Background: an optimization exercise with open tools, aiming at small area and a short achievable clock period. Do not read the settings as production practice.
Where RTL was checked, it was by simulation tests only, not by an equivalence proof against the original.
No activity file was given, so power comes from the tool's default toggle rates.

==> 12-14 <==
// cluster_hwpe_tile
module cluster_hwpe_tile #(
  parameter int unsigned OpndDepth = 4,
  parameter int unsigned ResDepth  = 4
) (
  input  logic                               clk_i,
  input  logic                               rst_n_i,
  input  logic                               wb_cyc_i,
  input  logic                               wb_stb_i,
  input  logic                               wb_we_i,
  input  logic [tile_cfg_pkg::WB_ADDR_W-1:0] wb_adr_i,
  input  logic [tile_cfg_pkg::WB_DATA_W-1:0] wb_dat_i,
  output logic [tile_cfg_pkg::WB_DATA_W-1:0] wb_dat_o,
  output logic                               wb_ack_o,
  output logic                               wb_err_o,
  output logic                               evt_o
);
clock: 10.0 ns
lec_check: 0
abc_clock_period_in_ps: 3500
cap_margin: 20
core_margin: 2
core_utilization: 40
cts_cluster_diameter: 120
cts_cluster_size: 24
slew_margin: 20
standard.sh (not shown) runs the stock make flow with config.mk's settings and CLKGATE_MAP_FILE= SYNTH_SCRIPT=/design/flow/synth_recipe.tcl, a recipe that flattens the netlist after the stock synthesis.
==> flow/flow/run.sh <==
#!/bin/bash
# Standard synthesis, then the standard layout with a tighter setup
# target for repair_timing and plain buffers on the ports; each step logs
# to its own file here (the ORFS logs are under orfs/logs).
# The clock and constraints are unchanged.
set -euo pipefail
MARGIN=${MARGIN:-6.6}
bash standard.sh synth > synth.log 2>&1
bash standard.sh SETUP_SLACK_MARGIN=$MARGIN "BUFFER_PORTS_ARGS=-buffer_cell sky130_fd_sc_hd__buf_2" finish > layout.log 2>&1
==> 04-05 (differences from 12-14) <==
--- a/flow/design.v
+++ b/flow/design.v
@@ -512,11 +512,11 @@
   logic fs52, fc52;
   assign fs52 = bp6[11] ^ bp7[9] ^ bp8[7];
   assign fc52 = (bp6[11] & bp7[9]) | (bp6[11] & bp8[7]) | (bp7[9] & bp8[7]);
   logic fs53, fc53;
   assign fs53 = x1[23] ^ x2[23] ^ hc7;
-  assign fc53 = (x1[23] & x2[23]) | (x1[23] & hc7) | (x2[23] & hc7);
+  assign fc53 = (x1[23] ^ x2[23]) ? hc7 : x1[23];
   logic fs54, fc54;
   assign fs54 = bp4[16] ^ bp5[14] ^ bp6[12];
   assign fc54 = (bp4[16] & bp5[14]) | (bp4[16] & bp6[12]) | (bp5[14] & bp6[12]);
   logic fs55, fc55;
   assign fs55 = bp7[10] ^ bp8[8] ^ x1[24];
@@ -536,11 +536,11 @@
   logic hs15, hc15;
   assign hs15 = bp8[10] ^ x1[26];
   assign hc15 = bp8[10] & x1[26];
   logic fs59, fc59;
   assign fs59 = ~neg_q[5] ^ bp6[15] ^ bp7[13];
-  assign fc59 = (~neg_q[5] & bp6[15]) | (~neg_q[5] & bp7[13]) | (bp6[15] & bp7[13]);
+  assign fc59 = (~neg_q[5] ^ bp6[15]) ? bp7[13] : ~neg_q[5];
   logic hs16, hc16;
   assign hs16 = bp6[16] ^ bp7[14];
   assign hc16 = bp6[16] & bp7[14];
   logic hs17, hc17;
   assign hs17 = bp0[2] ^ bp1[0];
@@ -575,29 +575,29 @@
   logic fs66, fc66;
   assign fs66 = neg_q[4] ^ x1[8] ^ x2[8];
   assign fc66 = (neg_q[4] & x1[8]) | (neg_q[4] & x2[8]) | (x1[8] & x2[8]);
   logic fs67, fc67;
   assign fs67 = hc9 ^ fs12 ^ hs10;
-  assign fc67 = (hc9 & fs12) | (hc9 & hs10) | (fs12 & hs10);
+  assign fc67 = (hc9 ^ fs12) ? hs10 : hc9;
   logic fs68, fc68;
   assign fs68 = x1[9] ^ x2[9] ^ fc12;
   assign fc68 = (x1[9] & x2[9]) | (x1[9] & fc12) | (x2[9] & fc12);
   logic fs69, fc69;
   assign fs69 = hc10 ^ fs13 ^ hs11;
-  assign fc69 = (hc10 & fs13) | (hc10 & hs11) | (fs13 & hs11);
+  assign fc69 = (hc10 ^ fs13) ? hs11 : hc10;
   logic fs70, fc70;
   assign fs70 = x2[10] ^ fc13 ^ hc11;
   assign fc70 = (x2[10] & fc13) | (x2[10] & hc11) | (fc13 & hc11);
   logic fs71, fc71;
   assign fs71 = fs14 ^ fs15 ^ hs12;
-  assign fc71 = (fs14 & fs15) | (fs14 & hs12) | (fs15 & hs12);
+  assign fc71 = (fs14 ^ fs15) ? hs12 : fs14;
   logic fs72, fc72;
   assign fs72 = fc14 ^ fc15 ^ hc12;
   assign fc72 = (fc14 & fc15) | (fc14 & hc12) | (fc15 & hc12);
   logic fs73, fc73;
   assign fs73 = fs16 ^ fs17 ^ hs13;
-  assign fc73 = (fs16 & fs17) | (fs16 & hs13) | (fs17 & hs13);
+  assign fc73 = (fs16 ^ fs17) ? hs13 : fs16;
   logic fs74, fc74;
   assign fs74 = fc16 ^ fc17 ^ hc13;
   assign fc74 = (fc16 & fc17) | (fc16 & hc13) | (fc17 & hc13);
   logic fs75, fc75;
   assign fs75 = fs18 ^ fs19 ^ fs20;
@@ -671,23 +671,23 @@
   logic fs98, fc98;
   assign fs98 = fc51 ^ fc52 ^ fc53;
   assign fc98 = (fc51 ^ fc52) ? fc53 : fc51;
   logic fs99, fc99;
   assign fs99 = fs54 ^ fs55 ^ hs14;
-  assign fc99 = (fs54 & fs55) | (fs54 & hs14) | (fs55 & hs14);
+  assign fc99 = (fs54 ^ fs55) ? hs14 : fs54;
   logic fs100, fc100;
   assign fs100 = x2[25] ^ fc54 ^ fc55;
   assign fc100 = (x2[25] & fc54) | (x2[25] & fc55) | (fc54 & fc55);
   logic fs101, fc101;
   assign fs101 = hc14 ^ fs56 ^ fs57;
-  assign fc101 = (hc14 & fs56) | (hc14 & fs57) | (fs56 & fs57);
+  assign fc101 = (hc14 ^ fs56) ? fs57 : hc14;
   logic fs102, fc102;
   assign fs102 = x2[26] ^ 1'b1 ^ fc56;
   assign fc102 = (x2[26] & 1'b1) | (x2[26] & fc56) | (1'b1 & fc56);
   logic fs103, fc103;
   assign fs103 = fc57 ^ fs58 ^ hs15;
-  assign fc103 = (fc57 & fs58) | (fc57 & hs15) | (fs58 & hs15);
+  assign fc103 = (fc57 ^ fs58) ? hs15 : fc57;
   logic fs104, fc104;
   assign fs104 = bp8[11] ^ x1[27] ^ x2[27];
   assign fc104 = (bp8[11] & x1[27]) | (bp8[11] & x2[27]) | (x1[27] & x2[27]);
   logic fs105, fc105;
   assign fs105 = fc58 ^ hc15 ^ fs59;
@@ -740,20 +740,20 @@
   logic fs118, fc118;
   assign fs118 = fc64 ^ fc65 ^ fs66;
   assign fc118 = (fc64 & fc65) | (fc64 & fs66) | (fc65 & fs66);
   logic fs119, fc119;
   assign fs119 = fc66 ^ fc67 ^ fs68;
-  assign fc119 = (fc66 & fc67) | (fc66 & fs68) | (fc67 & fs68);
+  assign fc119 = (fc66 ^ fc67) ? fs68 : fc66;
   logic fs120, fc120;
   assign fs120 = fc68 ^ fc69 ^ fs70;
-  assign fc120 = (fc68 & fc69) | (fc68 & fs70) | (fc69 & fs70);
+  assign fc120 = (fc68 ^ fc69) ? fs70 : fc68;
   logic fs121, fc121;
   assign fs121 = fc70 ^ fc71 ^ fs72;
-  assign fc121 = (fc70 & fc71) | (fc70 & fs72) | (fc71 & fs72);
+  assign fc121 = (fc70 ^ fc71) ? fs72 : fc70;
   logic fs122, fc122;
   assign fs122 = fc72 ^ fc73 ^ fs74;
-  assign fc122 = (fc72 & fc73) | (fc72 & fs74) | (fc73 & fs74);
+  assign fc122 = (fc72 ^ fc73) ? fs74 : fc72;
   logic fs123, fc123;
   assign fs123 = fc74 ^ fc75 ^ fs76;
   assign fc123 = (fc74 ^ fc75) ? fs76 : fc74;
   logic fs124, fc124;
   assign fs124 = fc76 ^ fc77 ^ fs78;
@@ -791,23 +791,23 @@
   logic fs135, fc135;
   assign fs135 = fc98 ^ fc99 ^ fs100;
   assign fc135 = (fc98 ^ fc99) ? fs100 : fc98;
   logic fs136, fc136;
   assign fs136 = fc100 ^ fc101 ^ fs102;
-  assign fc136 = (fc100 & fc101) | (fc100 & fs102) | (fc101 & fs102);
+  assign fc136 = (fc100 ^ fc101) ? fs102 : fc100;
   logic fs137, fc137;
   assign fs137 = fc102 ^ fc103 ^ fs104;
-  assign fc137 = (fc102 & fc103) | (fc102 & fs104) | (fc103 & fs104);
+  assign fc137 = (fc102 ^ fc103) ? fs104 : fc102;
   logic fs138, fc138;
   assign fs138 = fc104 ^ fc105 ^ fs106;
-  assign fc138 = (fc104 & fc105) | (fc104 & fs106) | (fc105 & fs106);
+  assign fc138 = (fc104 ^ fc105) ? fs106 : fc104;
   logic fs139, fc139;
   assign fs139 = fc106 ^ fc107 ^ fs108;
-  assign fc139 = (fc106 & fc107) | (fc106 & fs108) | (fc107 & fs108);
+  assign fc139 = (fc106 ^ fc107) ? fs108 : fc106;
   logic fs140, fc140;
   assign fs140 = fc108 ^ fc109 ^ fs110;
-  assign fc140 = (fc108 & fc109) | (fc108 & fs110) | (fc109 & fs110);
+  assign fc140 = (fc108 ^ fc109) ? fs110 : fc108;
   logic fs141, fc141;
   assign fs141 = x2[31] ^ fc110 ^ hc21;
   assign fc141 = (x2[31] & fc110) | (x2[31] & hc21) | (fc110 & hc21);
   logic hs24, hc24;
   assign hs24 = x1[0] ^ x2[0];
@@ -830,26 +830,26 @@
   logic fs147, fc147;
   assign fs147 = fs63 ^ fc115 ^ fs116;
   assign fc147 = (fs63 & fc115) | (fs63 & fs116) | (fc115 & fs116);
   logic fs148, fc148;
   assign fs148 = fs65 ^ fc116 ^ fs117;
-  assign fc148 = (fs65 & fc116) | (fs65 & fs117) | (fc116 & fs117);
+  assign fc148 = (fs65 ^ fc116) ? fs117 : fs65;
   logic fs149, fc149;
   assign fs149 = fs67 ^ fc117 ^ fs118;
-  assign fc149 = (fs67 & fc117) | (fs67 & fs118) | (fc117 & fs118);
+  assign fc149 = (fs67 ^ fc117) ? fs118 : fs67;
   logic fs150, fc150;
   assign fs150 = fs69 ^ fc118 ^ fs119;
-  assign fc150 = (fs69 & fc118) | (fs69 & fs119) | (fc118 & fs119);
+  assign fc150 = (fs69 ^ fc118) ? fs119 : fs69;
   logic fs151, fc151;
   assign fs151 = fs71 ^ fc119 ^ fs120;
-  assign fc151 = (fs71 & fc119) | (fs71 & fs120) | (fc119 & fs120);
+  assign fc151 = (fs71 ^ fc119) ? fs120 : fs71;
   logic fs152, fc152;
   assign fs152 = fs73 ^ fc120 ^ fs121;
-  assign fc152 = (fs73 & fc120) | (fs73 & fs121) | (fc120 & fs121);
+  assign fc152 = (fs73 ^ fc120) ? fs121 : fs73;
   logic fs153, fc153;
   assign fs153 = fs75 ^ fc121 ^ fs122;
-  assign fc153 = (fs75 & fc121) | (fs75 & fs122) | (fc121 & fs122);
+  assign fc153 = (fs75 ^ fc121) ? fs122 : fs75;
   logic fs154, fc154;
   assign fs154 = fs77 ^ fc122 ^ fs123;
   assign fc154 = (fs77 ^ fc122) ? fs123 : fs77;
   logic fs155, fc155;
   assign fs155 = fs79 ^ fc123 ^ fs124;
@@ -884,23 +884,23 @@
   logic fs165, fc165;
   assign fs165 = fs99 ^ fc133 ^ fs134;
   assign fc165 = (fs99 ^ fc133) ? fs134 : fs99;
   logic fs166, fc166;
   assign fs166 = fs101 ^ fc134 ^ fs135;
-  assign fc166 = (fs101 & fc134) | (fs101 & fs135) | (fc134 & fs135);
+  assign fc166 = (fs101 ^ fc134) ? fs135 : fs101;
   logic fs167, fc167;
   assign fs167 = fs103 ^ fc135 ^ fs136;
-  assign fc167 = (fs103 & fc135) | (fs103 & fs136) | (fc135 & fs136);
+  assign fc167 = (fs103 ^ fc135) ? fs136 : fs103;
   logic fs168, fc168;
   assign fs168 = fs105 ^ fc136 ^ fs137;
-  assign fc168 = (fs105 & fc136) | (fs105 & fs137) | (fc136 & fs137);
+  assign fc168 = (fs105 ^ fc136) ? fs137 : fs105;
   logic fs169, fc169;
   assign fs169 = fs107 ^ fc137 ^ fs138;
-  assign fc169 = (fs107 & fc137) | (fs107 & fs138) | (fc137 & fs138);
+  assign fc169 = (fs107 ^ fc137) ? fs138 : fs107;
   logic fs170, fc170;
   assign fs170 = fs109 ^ fc138 ^ fs139;
-  assign fc170 = (fs109 & fc138) | (fs109 & fs139) | (fc138 & fs139);
+  assign fc170 = (fs109 ^ fc138) ? fs139 : fs109;
   logic fs171, fc171;
   assign fs171 = hs21 ^ fc139 ^ fs140;
   assign fc171 = (hs21 & fc139) | (hs21 & fs140) | (fc139 & fs140);
   logic fs172, fc172;
   assign fs172 = fs111 ^ fc140 ^ fs141;
==> flow/flow/run.sh (replaced) <==
#!/bin/bash
# Standard synthesis, then the standard layout with a tighter setup
# target for repair_timing and plain buffers on the ports; each step logs
# to its own file here (the ORFS logs are under orfs/logs).
# The clock and constraints are unchanged.
set -euo pipefail
MARGIN=${MARGIN:-6.8}
bash standard.sh synth > synth.log 2>&1
bash standard.sh SETUP_SLACK_MARGIN=$MARGIN "BUFFER_PORTS_ARGS=-buffer_cell sky130_fd_sc_hd__buf_2" finish > layout.log 2>&1
==> 02-01 (differences from 12-14) <==
--- a/flow/design.v
+++ b/flow/design.v
@@ -536,11 +536,11 @@
   logic hs15, hc15;
   assign hs15 = bp8[10] ^ x1[26];
   assign hc15 = bp8[10] & x1[26];
   logic fs59, fc59;
   assign fs59 = ~neg_q[5] ^ bp6[15] ^ bp7[13];
-  assign fc59 = (~neg_q[5] & bp6[15]) | (~neg_q[5] & bp7[13]) | (bp6[15] & bp7[13]);
+  assign fc59 = (~neg_q[5] ^ bp6[15]) ? bp7[13] : ~neg_q[5];
   logic hs16, hc16;
   assign hs16 = bp6[16] ^ bp7[14];
   assign hc16 = bp6[16] & bp7[14];
   logic hs17, hc17;
   assign hs17 = bp0[2] ^ bp1[0];
@@ -740,20 +740,20 @@
   logic fs118, fc118;
   assign fs118 = fc64 ^ fc65 ^ fs66;
   assign fc118 = (fc64 & fc65) | (fc64 & fs66) | (fc65 & fs66);
   logic fs119, fc119;
   assign fs119 = fc66 ^ fc67 ^ fs68;
-  assign fc119 = (fc66 & fc67) | (fc66 & fs68) | (fc67 & fs68);
+  assign fc119 = (fc66 ^ fc67) ? fs68 : fc66;
   logic fs120, fc120;
   assign fs120 = fc68 ^ fc69 ^ fs70;
-  assign fc120 = (fc68 & fc69) | (fc68 & fs70) | (fc69 & fs70);
+  assign fc120 = (fc68 ^ fc69) ? fs70 : fc68;
   logic fs121, fc121;
   assign fs121 = fc70 ^ fc71 ^ fs72;
-  assign fc121 = (fc70 & fc71) | (fc70 & fs72) | (fc71 & fs72);
+  assign fc121 = (fc70 ^ fc71) ? fs72 : fc70;
   logic fs122, fc122;
   assign fs122 = fc72 ^ fc73 ^ fs74;
-  assign fc122 = (fc72 & fc73) | (fc72 & fs74) | (fc73 & fs74);
+  assign fc122 = (fc72 ^ fc73) ? fs74 : fc72;
   logic fs123, fc123;
   assign fs123 = fc74 ^ fc75 ^ fs76;
   assign fc123 = (fc74 ^ fc75) ? fs76 : fc74;
   logic fs124, fc124;
   assign fs124 = fc76 ^ fc77 ^ fs78;
@@ -791,17 +791,17 @@
   logic fs135, fc135;
   assign fs135 = fc98 ^ fc99 ^ fs100;
   assign fc135 = (fc98 ^ fc99) ? fs100 : fc98;
   logic fs136, fc136;
   assign fs136 = fc100 ^ fc101 ^ fs102;
-  assign fc136 = (fc100 & fc101) | (fc100 & fs102) | (fc101 & fs102);
+  assign fc136 = (fc100 ^ fc101) ? fs102 : fc100;
   logic fs137, fc137;
   assign fs137 = fc102 ^ fc103 ^ fs104;
-  assign fc137 = (fc102 & fc103) | (fc102 & fs104) | (fc103 & fs104);
+  assign fc137 = (fc102 ^ fc103) ? fs104 : fc102;
   logic fs138, fc138;
   assign fs138 = fc104 ^ fc105 ^ fs106;
-  assign fc138 = (fc104 & fc105) | (fc104 & fs106) | (fc105 & fs106);
+  assign fc138 = (fc104 ^ fc105) ? fs106 : fc104;
   logic fs139, fc139;
   assign fs139 = fc106 ^ fc107 ^ fs108;
   assign fc139 = (fc106 & fc107) | (fc106 & fs108) | (fc107 & fs108);
   logic fs140, fc140;
   assign fs140 = fc108 ^ fc109 ^ fs110;
@@ -836,20 +836,20 @@
   logic fs149, fc149;
   assign fs149 = fs67 ^ fc117 ^ fs118;
   assign fc149 = (fs67 & fc117) | (fs67 & fs118) | (fc117 & fs118);
   logic fs150, fc150;
   assign fs150 = fs69 ^ fc118 ^ fs119;
-  assign fc150 = (fs69 & fc118) | (fs69 & fs119) | (fc118 & fs119);
+  assign fc150 = (fs69 ^ fc118) ? fs119 : fs69;
   logic fs151, fc151;
   assign fs151 = fs71 ^ fc119 ^ fs120;
-  assign fc151 = (fs71 & fc119) | (fs71 & fs120) | (fc119 & fs120);
+  assign fc151 = (fs71 ^ fc119) ? fs120 : fs71;
   logic fs152, fc152;
   assign fs152 = fs73 ^ fc120 ^ fs121;
-  assign fc152 = (fs73 & fc120) | (fs73 & fs121) | (fc120 & fs121);
+  assign fc152 = (fs73 ^ fc120) ? fs121 : fs73;
   logic fs153, fc153;
   assign fs153 = fs75 ^ fc121 ^ fs122;
-  assign fc153 = (fs75 & fc121) | (fs75 & fs122) | (fc121 & fs122);
+  assign fc153 = (fs75 ^ fc121) ? fs122 : fs75;
   logic fs154, fc154;
   assign fs154 = fs77 ^ fc122 ^ fs123;
   assign fc154 = (fs77 ^ fc122) ? fs123 : fs77;
   logic fs155, fc155;
   assign fs155 = fs79 ^ fc123 ^ fs124;
@@ -884,17 +884,17 @@
   logic fs165, fc165;
   assign fs165 = fs99 ^ fc133 ^ fs134;
   assign fc165 = (fs99 ^ fc133) ? fs134 : fs99;
   logic fs166, fc166;
   assign fs166 = fs101 ^ fc134 ^ fs135;
-  assign fc166 = (fs101 & fc134) | (fs101 & fs135) | (fc134 & fs135);
+  assign fc166 = (fs101 ^ fc134) ? fs135 : fs101;
   logic fs167, fc167;
   assign fs167 = fs103 ^ fc135 ^ fs136;
-  assign fc167 = (fs103 & fc135) | (fs103 & fs136) | (fc135 & fs136);
+  assign fc167 = (fs103 ^ fc135) ? fs136 : fs103;
   logic fs168, fc168;
   assign fs168 = fs105 ^ fc136 ^ fs137;
-  assign fc168 = (fs105 & fc136) | (fs105 & fs137) | (fc136 & fs137);
+  assign fc168 = (fs105 ^ fc136) ? fs137 : fs105;
   logic fs169, fc169;
   assign fs169 = fs107 ^ fc137 ^ fs138;
   assign fc169 = (fs107 & fc137) | (fs107 & fs138) | (fc137 & fs138);
   logic fs170, fc170;
   assign fs170 = fs109 ^ fc138 ^ fs139;
==> flow/flow/run.sh (replaced) <==
#!/bin/bash
# Standard synthesis, then the standard layout with a tighter setup
# target for repair_timing and plain buffers on the ports; each step logs
# to its own file here (the ORFS logs are under orfs/logs).
# The clock and constraints are unchanged.
set -euo pipefail
MARGIN=${MARGIN:-6.75}
bash standard.sh synth > synth.log 2>&1
bash standard.sh SETUP_SLACK_MARGIN=$MARGIN "BUFFER_PORTS_ARGS=-buffer_cell sky130_fd_sc_hd__buf_2" finish > layout.log 2>&1
==> summary.txt <==
- Against 12-14, the clock power of 04-05 is higher by about 5%.
- Design area: 12-14 < 04-05 < 02-01.
- Non-clock buffer count, lowest first: 12-14, 02-01, 04-05.
- Between 02-01 and 04-05, the lower clock-buffer cell count is in 04-05 (gap 1).
- Fmax, lowest first: 12-14, 04-05, 02-01.
- Of 02-01 and 04-05, 02-01 has the higher sequential power (gap about 2%, measured against 04-05).
- In 04-05 the cell count is larger than in 12-14, by 1.5%.
==> figures <==
metric	12-14	02-01	04-05
Tcrit/Tclk final	34.2%	32.5%	34.2%
Endpoint of the most critical setup path	i_engine.s_q[18]$_DFFE_PP_	i_engine.c_q[17]$_DFFE_PP_	i_engine.c_q[17]$_DFFE_PP_
GR Util met1	28.2%	27.4%	27.5%
Core occupancy in the finished layout	44.6%	45.7%	45.0%
Die Area	68,000 µm²	67,600 µm²	67,900 µm²
Final area over synthesized area	1.106x	1.126x	1.120x
Net switching power of the design	2370 µW	2460 µW	2510 µW
Xor/xnor cell area share of the yosys netlist	11.2%	11.7%	12.9%
Seq/total area	45.6%	45.2%	45.2%
Post-synth design cell area	26,400 µm²	26,200 µm²	26,300 µm²
Final setup slack of the worst path	6580 ps	6750 ps	6580 ps
Result of the run	complete, no violations	complete, no violations	complete, no violations
Top routing layer in use	met4	met5	met4
Worst slack at placement	5640 ps	5870 ps	5630 ps
Total global routing track utilization	20.6%	19.7%	20.0%
Only the layout flow was run in 12-14; the RTL was not checked for function there.

re-timing with driven ports:
Ports are ideal in the flow. The routed layouts listed here were re-timed in OpenROAD. Step 1: set_driving_cell puts a clkbuf_16 on clk_i and a buf_2 on each other input, an assumption about the parent block. Step 2 also shifts input and output timing later by t, the mid clock arrival at the registers, as if the neighbouring blocks saw the same clock. a / b / c = ideal ports / drivers / drivers and shift; a / b = the first two.
| run | t (ns) | setup WS [ns] | worst setup path at the end | slew at the worst register clock pin (ns) |
|---|---|---|---|---|
| 12-14 | 0.639 | 6.580 / 6.580 / 6.233 | input to register | 0.12 / 0.12 |
| 04-05 | 0.657 | 6.580 / 6.580 / 6.286 | input to register | 0.10 / 0.10 |
| 02-01 | 0.651 | 6.751 / 6.751 / 6.250 | input to register | 0.10 / 0.10 |
After both steps setup and hold are still met in every run listed. The setup slack of 02-01, which loses most, moves by 0.000 ns with the drivers and by -0.501 ns with both steps.
